Background: an optimization exercise with open tools, aiming at small area, a short achievable clock period and few clock cycles per item. Do not read the settings as production practice.
Function was checked by simulation only, so behaviour that the tests miss may differ from the original.
Power and IR drop assume default switching activity.

## north
// fltr_sched
module fltr_sched #(
   parameter int unsigned NCH  = 4,
   parameter int unsigned TAPS = 4,
   parameter int unsigned DW   = 16,
   parameter int unsigned CW   = 16,
   parameter int unsigned OW   = 32
) (
   input  logic                     clk,
   input  logic                     rst_n,
   input  logic [NCH-1:0]           req_vld,
   input  logic [NCH*DW-1:0]        req_data,
   output logic [NCH-1:0]           req_rdy,
   input  logic                     cfg_we,
   input  logic [$clog2(TAPS)-1:0]  cfg_addr,
   input  logic [CW-1:0]            cfg_coef,
   output logic                     cfg_busy,
   output logic                     out_vld,
   input  logic                     out_rdy,
   output logic [$clog2(NCH)-1:0]   out_ch,
   output logic [OW-1:0]            out_data
);
For scale: ~3400 cells after synthesis, roughly 130 I/O pins.
Settings: LEC_CHECK=0, CAP_MARGIN=20, CORE_MARGIN=2, CORE_UTILIZATION=60, CTS_CLUSTER_DIAMETER=100, CTS_CLUSTER_SIZE=24, SLEW_MARGIN=20, SYNTH_HIERARCHICAL=1, SYNTH_MINIMUM_KEEP_SIZE=0, TNS_END_PERCENT=5; clock period 11.0 ns.
standard.sh (not shown) runs the stock make flow with config.mk's settings and CLKGATE_MAP_FILE= SYNTH_SCRIPT=/design/flow/synth_recipe.tcl, a recipe that flattens the netlist after the stock synthesis.
==> flow/flow/run.sh <==
#!/bin/bash
# Standard synthesis (bash standard.sh synth) and the standard layout, with a larger
# setup slack margin for ORFS's repair_timing steps so the layout is optimised beyond the
# 11 ns constraint. Logs: synth.log, layout.log (ORFS's per-step logs are under orfs/logs).
set -uo pipefail
MARGIN=6.0
bash standard.sh synth > synth.log 2>&1 || { tail -50 synth.log; exit 1; }
bash standard.sh SETUP_SLACK_MARGIN=$MARGIN "BUFFER_PORTS_ARGS=-buffer_cell sky130_fd_sc_hd__buf_4" REMOVE_ABC_BUFFERS=1 finish > layout.log 2>&1 || { tail -50 layout.log; exit 1; }
Testbench counts of north, summed over its fixed seeds: cycles 2,064, items 2,048.
For south, these inputs were changed with respect to north:
diff --git a/flow/design.v b/flow/design.v
--- a/flow/design.v
+++ b/flow/design.v
@@ -42,26 +42,21 @@
       gnt_ch = {gnt[3] | gnt[2], gnt[3] | gnt[1]};
    end
    always_comb begin
       hp_d = '0;
       for (int c = 0; c < 4; c++) if (gnt[c]) hp_d = hp_d | hp_for(c);
    end
    logic out_move, acc_ok, hs;
    assign out_move = !o_vld_q || out_rdy;
    assign acc_ok   = !a_vld_q || out_move;
    assign hs       = acc_ok && (req_vld != 4'b0);
-   logic stall_q;    
-   assign stall_q = a_vld_q && o_vld_q;
-   for (genvar g = 0; g < 4; g++) begin : g_rdy
-      fltr_rdy u_rdy (.vg(req_vld[g]), .v(req_vld), .m(hp_q[4*g +: 4]), .stall(stall_q),
-                      .ordy(out_rdy), .rdy(req_rdy[g]));
-   end
+   assign req_rdy  = acc_ok ? gnt : 4'b0;
    logic [3:0][3:0] osel;      
    always_comb begin
       for (int c = 0; c < 4; c++) begin
          osel[0][c] = gnt[c];
          for (int k = 1; k < 4; k++) osel[k][c] = gnt[c] && cnt_q[c] >= 2'(k);
       end
    end
    logic [3:0][15:0] op_d;
    for (genvar k = 0; k < 4; k++) begin : g_opk
       for (genvar i = 0; i < 16; i++) begin : g_opi
@@ -1838,24 +1833,20 @@
    assign g = !(gh && (ph || gl));
 endmodule
 module fltr_pgt (input logic gh, input logic ph, input logic gl, input logic pl,
                  output logic g, output logic p);
    assign g = !(gh || (ph && gl));
    assign p = !(ph && pl);
 endmodule
 module fltr_gt (input logic gh, input logic ph, input logic gl, output logic g);
    assign g = !(gh || (ph && gl));
 endmodule
-module fltr_rdy (input logic vg, input logic [3:0] v, input logic [3:0] m, input logic stall,
-                 input logic ordy, output logic rdy);
-   assign rdy = vg && ((v & m) == 4'b0) && (!stall || ordy);
-endmodule
 module fltr_sel4 (input logic [3:0] s, input logic [3:0] d, output logic y);
    assign y = |(s & d);
 endmodule
 module fltr_fa (input logic a, input logic b, input logic c, output logic s, output logic co);
    assign s  = a ^ b ^ c;
    assign co = (a & b) | (a & c) | (b & c);
 endmodule
 module fltr_ha (input logic a, input logic b, output logic s, output logic co);
    assign s  = a ^ b;
    assign co = a & b;
Findings:
- There was hardly any difference in starting utilization of the core area between north and south.
- Share of the clock period used by the worst path after layout, north and south: smaller value in north
- south: number of nets in the layout 60 below north
- Wire length of the first global-routing pass: south worse than north
- The lower worst-case register-to-register setup slack came out of south.
- Summary of south over north: clock buffer count in the final layout moved down; logic gate share of total power moved down; post-CTS setup-driven buffer insertion count moved down; count of multi-input gates moved down; sequential power moved up.
- In south, the relative contribution of the clock network to total power came out 0.8 points above the value in north.
- register to register as the critical setup path kind was reported by south, and register to output port by north.
Testbench counts of south, summed over its fixed seeds: cycles 2,064, items 2,048.

## port drivers added, routing unchanged
The results above use ideal ports. As a check the final layouts listed here were re-extracted and re-timed, cells and wires unchanged. Step 1 (the two cells are an assumption about what drives the block):
set clk [get_ports {clk}]
set_driving_cell -lib_cell sky130_fd_sc_hd__clkbuf_16 $clk
set_driving_cell -lib_cell sky130_fd_sc_hd__buf_2 [delete_from_list [all_inputs] $clk]
Step 2 adds t to the input delays and takes it off the output delays; t is the mean of the earliest and latest rising clock arrival at the registers after step 1. Input paths then give back, and output paths get back, about the clock's delay inside the block. Slacks: ideal / step 1 / step 2; pairs: ideal / step 1.
run | shift t [ns] | setup WS [ns] | worst hold slack (ns)
north | 0.675 | 5.879 / 5.813 / 5.904 | 0.433 / 0.433 / 0.433
south | 0.674 | 5.703 / 5.703 / 5.703 | 0.443 / 0.443 / 0.443
After both steps every run listed still meets setup and hold.
